This is an optimization exercise on Yosys and OpenROAD, whose aim is a short achievable clock period and few clock cycles, not a production implementation. Only simulation tests tie the RTL to the original design; equivalence was not proved. Power and IR drop assume default switching activity.

## flow/constraint.sdc

```tcl
create_clock -name core_clock -period 9.0 [get_ports {clk}]
set_input_delay 1.8000 -clock core_clock [delete_from_list [all_inputs] [get_ports {clk}]]
set_output_delay 1.8000 -clock core_clock [all_outputs]
set_load 0.01 [all_outputs]
```

## flow/design.v

```verilog
`default_nettype none
package isa_pkg;
        typedef logic [15:0] word_t;
        typedef logic [3:0] reg_idx_t;
        typedef enum logic [3:0] {
                op_add  = 4'd0,
                op_addi = 4'd1,
                op_sub  = 4'd2,
                op_sw   = 4'd5,
                op_lw   = 4'd6,
                op_nand = 4'd8,
                op_beq  = 4'd14,
                op_jump = 4'd15
        } opcode_t;
        localparam int field_width = 4;
        localparam int opcode_lsb = 12;
        localparam int field_c_lsb = 8;
        localparam int field_b_lsb = 4;
        localparam int field_a_lsb = 0;
        localparam int jump_offset_width = 12;
        localparam int reg_count = 16;
endpackage
`default_nettype wire
`timescale 1ns/1ps
`default_nettype none
module cpu_top #(
        parameter logic [15:0] reset_pc = '0
) (
        input  logic        clk,
        input  logic        reset,
        input  logic        run_n,
        input  logic [15:0] sram_d,
        output logic [15:0] sram_addr,
        output logic [15:0] sram_q,
        output logic        sram_we_n
);
        localparam int CI = 4;           
        localparam int CN = 1 << CI;     
        localparam int TW = 16 - CI;     
        logic [15:0] addr_q;
        logic [15:0] q_q;
        logic        we_n_q;
        logic        bus_fetch;
        logic        bus_load;
        logic [3:0]  ld_c;
        logic [15:0] fpc;
        logic        rd_pend;
        logic [15:0] rd_tgt;
        logic [15:0] ir;
        logic [15:0] ir_pc;
        logic        ir_v;
        logic [15:0] oh_s1;      
        logic [15:0] oh_b;
        logic        d_add, d_addi, d_sub, d_nand, d_sw, d_lw, d_beq, d_j;
        logic [15:0] regs [16];
        logic          c_v   [CN];
        logic [TW-1:0] c_tag [CN];
        logic [15:0]   c_dat [CN];
        logic          c_pt  [CN];
        logic [15:0]   c_tgt [CN];
        logic [3:0]  fa, fb, fc;
        logic [15:0] r1, rb;
        logic [15:0] ea, sum, diff, alu;
        logic        eq, taken, mispredict;
        logic [15:0] seq, tgt;
        logic        smc, ld_haz, e_fire, e_mem, alu_we;
        assign fa = ir[3:0];
        assign fb = ir[7:4];
        assign fc = ir[11:8];
        always_comb begin
                r1 = '0;
                rb = '0;
                for (int i = 0; i < 16; i++) begin
                        r1 = r1 | (regs[i] & {16{oh_s1[i]}});
                        rb = rb | (regs[i] & {16{oh_b[i]}});
                end
        end
        assign ea   = {12'h000, fa} + rb;
        assign sum  = r1 + rb;
        assign diff = r1 - rb;
        always_comb begin
                if (d_addi)      alu = ea;
                else if (d_sub)  alu = diff;
                else if (d_nand) alu = ~(r1 & rb);
                else             alu = sum;
        end
        assign eq    = (r1 == rb);
        assign taken = d_j | (d_beq & eq);
        assign seq   = ir_pc + 16'd1;
        assign tgt   = ir_pc + (d_j ? {{4{ir[11]}}, ir[11:0]} : {12'h000, fa});
        assign mispredict = taken ? (fpc != tgt) : (fpc != seq);
        assign smc = ~we_n_q & ir_v & ~rd_pend & (addr_q == ir_pc);
        assign ld_haz = bus_load & (
                ((d_add | d_addi | d_sub | d_nand | d_sw | d_lw | d_beq) & (fb == ld_c)) |
                ((d_add | d_sub | d_nand) & (fa == ld_c)) |
                ((d_add | d_addi | d_sub | d_nand | d_sw | d_beq) & (fc == ld_c)));
        assign e_fire = ir_v & ~rd_pend & ~ld_haz & ~smc;
        assign e_mem  = e_fire & (d_lw | d_sw);
        assign alu_we = e_fire & (d_add | d_addi | d_sub | d_nand);
        logic [15:0]   cur;
        logic [CI-1:0] idx;
        logic [CN-1:0] cmatch, amatch;
        logic          hit, smc_f, avail, ir_free, deliver, pt_in;
        logic [15:0]   instr_in, c_out, pnext, fpc_next, addr_next;
        logic [3:0]    op_in, s1_in, b_in;
        assign cur = rd_pend ? rd_tgt : fpc;
        assign idx = cur[CI-1:0];
        always_comb begin
                for (int i = 0; i < CN; i++) begin
                        cmatch[i] = c_v[i] & (c_tag[i] == cur[15:CI]) & (idx == i[CI-1:0]);
                        amatch[i] = c_v[i] & (c_tag[i] == addr_q[15:CI]) & (addr_q[CI-1:0] == i[CI-1:0]);
                end
        end
        assign smc_f   = ~we_n_q & (addr_q == cur);
        assign hit     = (|cmatch) & ~smc_f;
        assign avail   = hit | (bus_fetch & ~rd_pend);
        assign ir_free = ~ir_v | e_fire | rd_pend;
        assign deliver = avail & ir_free & ~smc;
        assign c_out   = c_dat[idx];
        assign instr_in = (bus_fetch & ~rd_pend) ? sram_d : c_out;
        assign op_in   = instr_in[15:12];
        assign s1_in   = (op_in == 4'd5 || op_in == 4'd14) ? instr_in[11:8] : instr_in[3:0];
        assign b_in    = instr_in[7:4];
        assign pt_in   = c_pt[idx];
        assign pnext   = pt_in ? c_tgt[idx] : cur + 16'd1;
        always_comb begin
                if (deliver)  fpc_next = pnext;
                else if (smc) fpc_next = ir_pc;
                else          fpc_next = cur;
        end
        assign addr_next = e_mem ? ea : fpc_next;
        always_ff @(posedge clk or negedge reset) begin
                if (!reset) begin
                        addr_q    <= reset_pc;
                        q_q       <= '0;
                        we_n_q    <= 1'b1;
                        bus_fetch <= 1'b1;
                        bus_load  <= 1'b0;
                        ld_c      <= '0;
                        fpc       <= reset_pc;
                        rd_pend   <= 1'b0;
                        rd_tgt    <= '0;
                        ir        <= '0;
                        ir_pc     <= '0;
                        ir_v      <= 1'b0;
                        oh_s1     <= '0;
                        oh_b      <= '0;
                        d_add     <= 1'b0;
                        d_addi    <= 1'b0;
                        d_sub     <= 1'b0;
                        d_nand    <= 1'b0;
                        d_sw      <= 1'b0;
                        d_lw      <= 1'b0;
                        d_beq     <= 1'b0;
                        d_j       <= 1'b0;
                end else if (!run_n) begin
                        addr_q    <= addr_next;
                        q_q       <= r1;
                        we_n_q    <= ~(e_fire & d_sw);
                        bus_fetch <= ~e_mem;
                        bus_load  <= e_fire & d_lw;
                        ld_c      <= fc;
                        fpc       <= fpc_next;
                        rd_pend   <= e_fire & mispredict;
                        rd_tgt    <= taken ? tgt : seq;
                        ir_v      <= deliver | (ir_v & ~e_fire & ~smc & ~rd_pend);
                        if (deliver) begin
                                ir     <= instr_in;
                                ir_pc  <= cur;
                                oh_s1  <= 16'd1 << s1_in;
                                oh_b   <= 16'd1 << b_in;
                                d_add  <= (op_in == 4'd0);
                                d_addi <= (op_in == 4'd1);
                                d_sub  <= (op_in == 4'd2);
                                d_nand <= (op_in == 4'd8);
                                d_sw   <= (op_in == 4'd5);
                                d_lw   <= (op_in == 4'd6);
                                d_beq  <= (op_in == 4'd14);
                                d_j    <= (op_in == 4'd15);
                        end
                end
        end
        always_ff @(posedge clk or negedge reset) begin
                if (!reset) begin
                        for (int i = 0; i < 16; i++) begin
                                regs[i] <= '0;
                        end
                end else if (!run_n) begin
                        for (int i = 0; i < 16; i++) begin
                                if (alu_we && fc == i[3:0])
                                        regs[i] <= alu;
                                else if (bus_load && ld_c == i[3:0])
                                        regs[i] <= sram_d;
                        end
                end
        end
        logic [CI-1:0] eidx;
        logic          e_upd;
        assign eidx  = ir_pc[CI-1:0];
        assign e_upd = e_fire & c_v[eidx] & (c_tag[eidx] == ir_pc[15:CI]);
        always_ff @(posedge clk or negedge reset) begin
                if (!reset) begin
                        for (int i = 0; i < CN; i++) begin
                                c_v[i]  <= 1'b0;
                                c_pt[i] <= 1'b0;
                        end
                end else if (!run_n) begin
                        for (int i = 0; i < CN; i++) begin
                                if (~we_n_q && amatch[i]) begin
                                        c_v[i]  <= 1'b0;
                                        c_pt[i] <= 1'b0;
                                end else if (e_upd && eidx == i[CI-1:0]) begin
                                        c_pt[i] <= taken;
                                        if (bus_fetch && addr_q[CI-1:0] == i[CI-1:0])
                                                c_v[i] <= 1'b1;
                                end else if (bus_fetch && addr_q[CI-1:0] == i[CI-1:0]) begin
                                        c_v[i]  <= 1'b1;
                                        if (!amatch[i])
                                                c_pt[i] <= 1'b0;
                                end
                        end
                end
        end
        always_ff @(posedge clk) begin
                if (!run_n) begin
                        for (int i = 0; i < CN; i++) begin
                                if (bus_fetch && addr_q[CI-1:0] == i[CI-1:0]) begin
                                        c_tag[i] <= addr_q[15:CI];
                                        c_dat[i] <= sram_d;
                                end
                                if (e_upd && eidx == i[CI-1:0])
                                        c_tgt[i] <= tgt;
                        end
                end
        end
        assign sram_addr = addr_q;
        assign sram_q    = q_q;
        assign sram_we_n = we_n_q | run_n;
endmodule
`default_nettype wire
```

## flow/run.sh

```bash
#!/bin/bash
# synth_recipe.tcl (not shown) runs the flow's synth.tcl, then flattens the netlist and writes it again
# the make line also repeats each setting of config.mk as NAME=value (left out here)
make -C /OpenROAD-flow-scripts/flow DESIGN_CONFIG=/design/flow/config.mk WORK_HOME=/design/flow/orfs CLKGATE_MAP_FILE= SYNTH_SCRIPT=/design/flow/synth_recipe.tcl finish
```

## flow/config.mk

```make
export PLATFORM = sky130hd
export DESIGN_NAME = cpu_top
export DESIGN_NICKNAME = cpu_top
export VERILOG_FILES = /design/flow/design.v
export SDC_FILE = /design/flow/constraint.sdc
export NUM_CORES = 4
export LEC_CHECK = 0
export ABC_CLOCK_PERIOD_IN_PS = 3500
export CAP_MARGIN = 20
export CORE_MARGIN = 2
export CORE_UTILIZATION = 40
export SETUP_SLACK_MARGIN = 5
export SLEW_MARGIN = 20
```

==> summary.txt <==
- Mapped cell area: 0.0595 mm2
- H-tree levels: 4
- Ys flop type: edfxtp_1
- FF-to-FF End: rd_pend$_DFFE_PN0N_
- Status: finished clean
- RSZ-0062 raised after global routing: yes
- Post-synthesis sequential area ratio: 53.6%
- Hold Fails Final Rpt: 0
- Hold path depth: 2
- Max Freq: 203 MHz
- Min Hold Slack: roughly 0.5 ns
- HP Start: oh_s1[4]$_DFFE_PN0P_
- Final setup vio count: 0
- Commonest non-fill, non-tap cell in the layout: edfxtp_1
- Req. time, crit path: 9.60 ns
- Violation count after the first detailed-routing iteration: slightly below 10000
- CTS tree: yes
- Startpoint Class: flip-flop
- CP Data Arrival Time: 5.52 ns
- Initial DRT Pass Iterations: 10
- Drc violations: 0
- First-pass GRT wire length: 372000 um
- Synth Instances: about 5500
- Initial Util: 40.3%
- Dominant cell type by area after synthesis: edfxtp_1
- Vias per cell: ~6.8
- Final core utilization: 47.8%
- Synth area leaders: edfxtp_1, dfrtp_1, xnor2_1
- Die width: 390 um
- Maxcap violations: 0
- Met3 WL: between 40000 and 50000 um
- Hold Path Sink: oh_s1[4]$_DFFE_PN0P_
- Max IR drop VDD: between 400 and 500 uV
- Worst-Skew Late Latency: 0.79 ns
- Final setup TNS: 0 ns
- Worst slew pin tran: 1.27 ns
- Leak pwr: 25.3 nW
- CTS max path bufs: 3
- Power Dens Cells: 470 mW/mm2
- # rows: ~140
- DPL Wire Length: 164000 um
- Worst-path clk slew: 0.06 ns
- Largest net degree at the start of global routing: 134
- Post-Syn Nets: 5606
- Post-route ant nets: 0
- Worst hold path class: reg2reg
- Most frequent cells in the layout: edfxtp_1, nand2_1, dfrtp_1, buf_4, nor2_1
- Initial antenna violation count: 9
- Post-synth ARST share: 37.9%
- CTS buffer count: 130
- Fin. max-slew vios: 0
- All-Layer GR Usage: 34.2%
- Yosys reg bits: 1133
- Syn Area/Cell: 10.8 um2
- Highest Signal Layer: met5
- FF-to-FF setup slack: approximately 4 ns
- Share of the synthesized area in the top cell type: 35.5%
- Met2 WL: 106000 um
- Area Growth Syn to Fin: 18.6%
- Cell Count, Final, Fillers Out: 7654
- Root buf cell: clkbuf_16
- RD Place Congestion: between 1 and 1.5
- Period minus WS final: between 4 and 5 ns
- DRT met1 WL: between 100000 and 150000 um
- Core area: 0.148 mm2
- Worst-path fanout max: 16
- DIE HEIGHT: 390 um
- Post-Route WL: 267000 um
- Vias in the first global route: approximately 49000
- Number of synthesized flops with an enable pin: 704
- Crit end category: flip-flop
- Share of layout cells above drive strength 1: 17.1%
- Fin crit share: 54.6%
- Gr ovfl total: 0
- Die ar.: roughly 0.15 mm2
- Post-DP Area: 0.0626 mm2
- Placed insts: 7243
- Nets@finish: 5705
- CP Class: reg2reg
- Relative slew slack: roughly 15%
- Cell variety after synth: roughly 100
- Worst reg2reg path depth: 14
- Final instance area: 0.0706 mm2
- Ys Warns: 7
- Wire per inst: roughly 35 um
- R2r startpoint: oh_s1[3]$_DFFE_PN0P_
- Input/output buffers: 51
- Setup Skew: ~0.04 ns
- Vias: between 50000 and 60000
- # clock sinks: 1133
- IO Pins: 52
-- layout make-up --
cell class,instances,area [um2]
multi-input combinational,3845,27200
fill,13241,77100
sequential,1133,31900
timing repair buffer,442,4390
antenna,2,5.00
clock buffer,174,3640
inverter,71,282
tap,1930,2410
clock inverter,56,648
timing repair inverter,1,6.26
-- worst max-delay path by stage --
stage | start | to | slack, ns | cells after the start
5_1_grt | oh_b[13]$_DFFE_PN0P_ | rd_pend$_DFFE_PN0N_ | 4.00 | 18
2_1_floorplan | ir_pc[1]$_DFFE_PN0P_ | c_tgt[0][0]$_DFFE_PP_ | 4.30 | 16
3_5_place_dp | rd_pend$_DFFE_PN0N_ | oh_s1[14]$_DFFE_PN0P_ | 2.75 | 13
3_3_place_gp | rd_pend$_DFFE_PN0N_ | oh_s1[14]$_DFFE_PN0P_ | 2.91 | 13
4_1_cts | oh_b[13]$_DFFE_PN0P_ | rd_pend$_DFFE_PN0N_ | 4.30 | 18
6_report | oh_s1[3]$_DFFE_PN0P_ | rd_pend$_DFFE_PN0N_ | 4.08 | 14
-- through the flow --
stage / total power [mW] / setup slack, ns
floorplan: 17.6 / 4.30
global placement: 23.6 / 2.91
detailed placement: 23.6 / 2.75
CTS: 31.1 / 4.30
global route: 34.0 / 4.00
finish: 33.2 / 4.08
-- Yosys cell counts, types with 74 or more instances --
| library cell | number |
|---|---|
| o21ai_0 | 207 |
| xor2_1 | 262 |
| xnor2_1 | 270 |
| a221oi_1 | 143 |
| nor2_1 | 311 |
| buf_2 | 174 |
| a31oi_1 | 89 |
| nand4_1 | 163 |
| a21oi_1 | 258 |
| a22o_1 | 133 |
| mux2i_1 | 74 |
| a22oi_1 | 229 |
| dfrtp_1 | 427 |
| o211ai_1 | 98 |
| clkbuf_1 | 220 |
| nand3_1 | 156 |
| nor3_1 | 80 |
| nand2_1 | 618 |
| edfxtp_1 | 704 |
-- worst max-delay path: stages, from the launching register on --
cell and delay, ns:
dfrtp_1 0.39, buf_4 0.30, a22o_1 0.27, a221oi_1 0.28, nand4_1 0.59, ha_4 0.60, nor3b_4 0.07, a31o_4 0.27
buf_12 0.15, o311a_1 0.36, a2111oi_2 0.33, nand4_1 0.18, a2111o_1 0.47, a2111oi_4 0.25, a31oi_2 0.22
-- power breakdown --
group	switching (mW)	internal (mW)	total, mW
logic	12.6	6.83	19.4
clock network	2.27	3.17	5.44
registers	1.38	6.98	8.36
-- per-layer routing --
metal  vias to the layer above  track usage (%)
li1                      21028                -
met1                     25805             46.4
met2                      4453             46.3
met3                      1115             13.5
met4                        10             18.6
met5                         -            0.574
-- state kept, by name (all words and copies together), names as in the netlist, 192 cells and up --
| name | flops |
|---|---|
| regs | 256 |
| c_tag | 192 |
| c_tgt | 256 |
| c_dat | 256 |
-- kinds of logic (layout without fill, tap and decap cells) --
family                     count (synthesis)  after routing  synth area share (%)
AOI/OAI and AO/OA                       1509           1512                  18.0
xor gates and xnor gates                 535            535                  7.95
adders and majority gates                 62             62                  1.35
buffers and inverters                    553            744                  4.04
DFF                                     1133           1133                  53.6
muxes                                    117            117                  2.19
other                                      0              2                     0
and+or+nand+nor                         1616           1619                  12.9
-- timing repair --
action                     CTS  global route
buffers inserted           124            38
cloned                      13             4
hold buffers                 0             0
pin swaps                   60            39
setup endpoints to repair  628           603
gates resized for setup    277           171
Testbench counts, summed over its fixed seeds: cycles 28,419.

[port drivers added, routing unchanged]
The results above use ideal ports. As a check the final layout listed here was re-extracted and re-timed, cells and wires unchanged.
Step 1: set_driving_cell puts a clkbuf_16 on clk and a buf_2 on each other input, an assumption about the parent block.
Step 2, shift: input delay + t, output delay - t, t = (earliest + latest rising clock arrival at the registers) / 2. This alone moves slack from input paths to output paths.
Slacks: ideal ports / drivers / drivers and shift; pairs: ideal ports / drivers.
shift t [ns]: 0.849
slack for setup (ns): 4.083 / 4.083 / 4.083
clock arrival spread, ns: 0.040 / 0.039
pins driven straight from the clock port: 1
After both steps setup and hold are still met in this run. For this run, drivers alone change the setup slack by 0.000 ns; drivers and shift together by 0.000 ns.
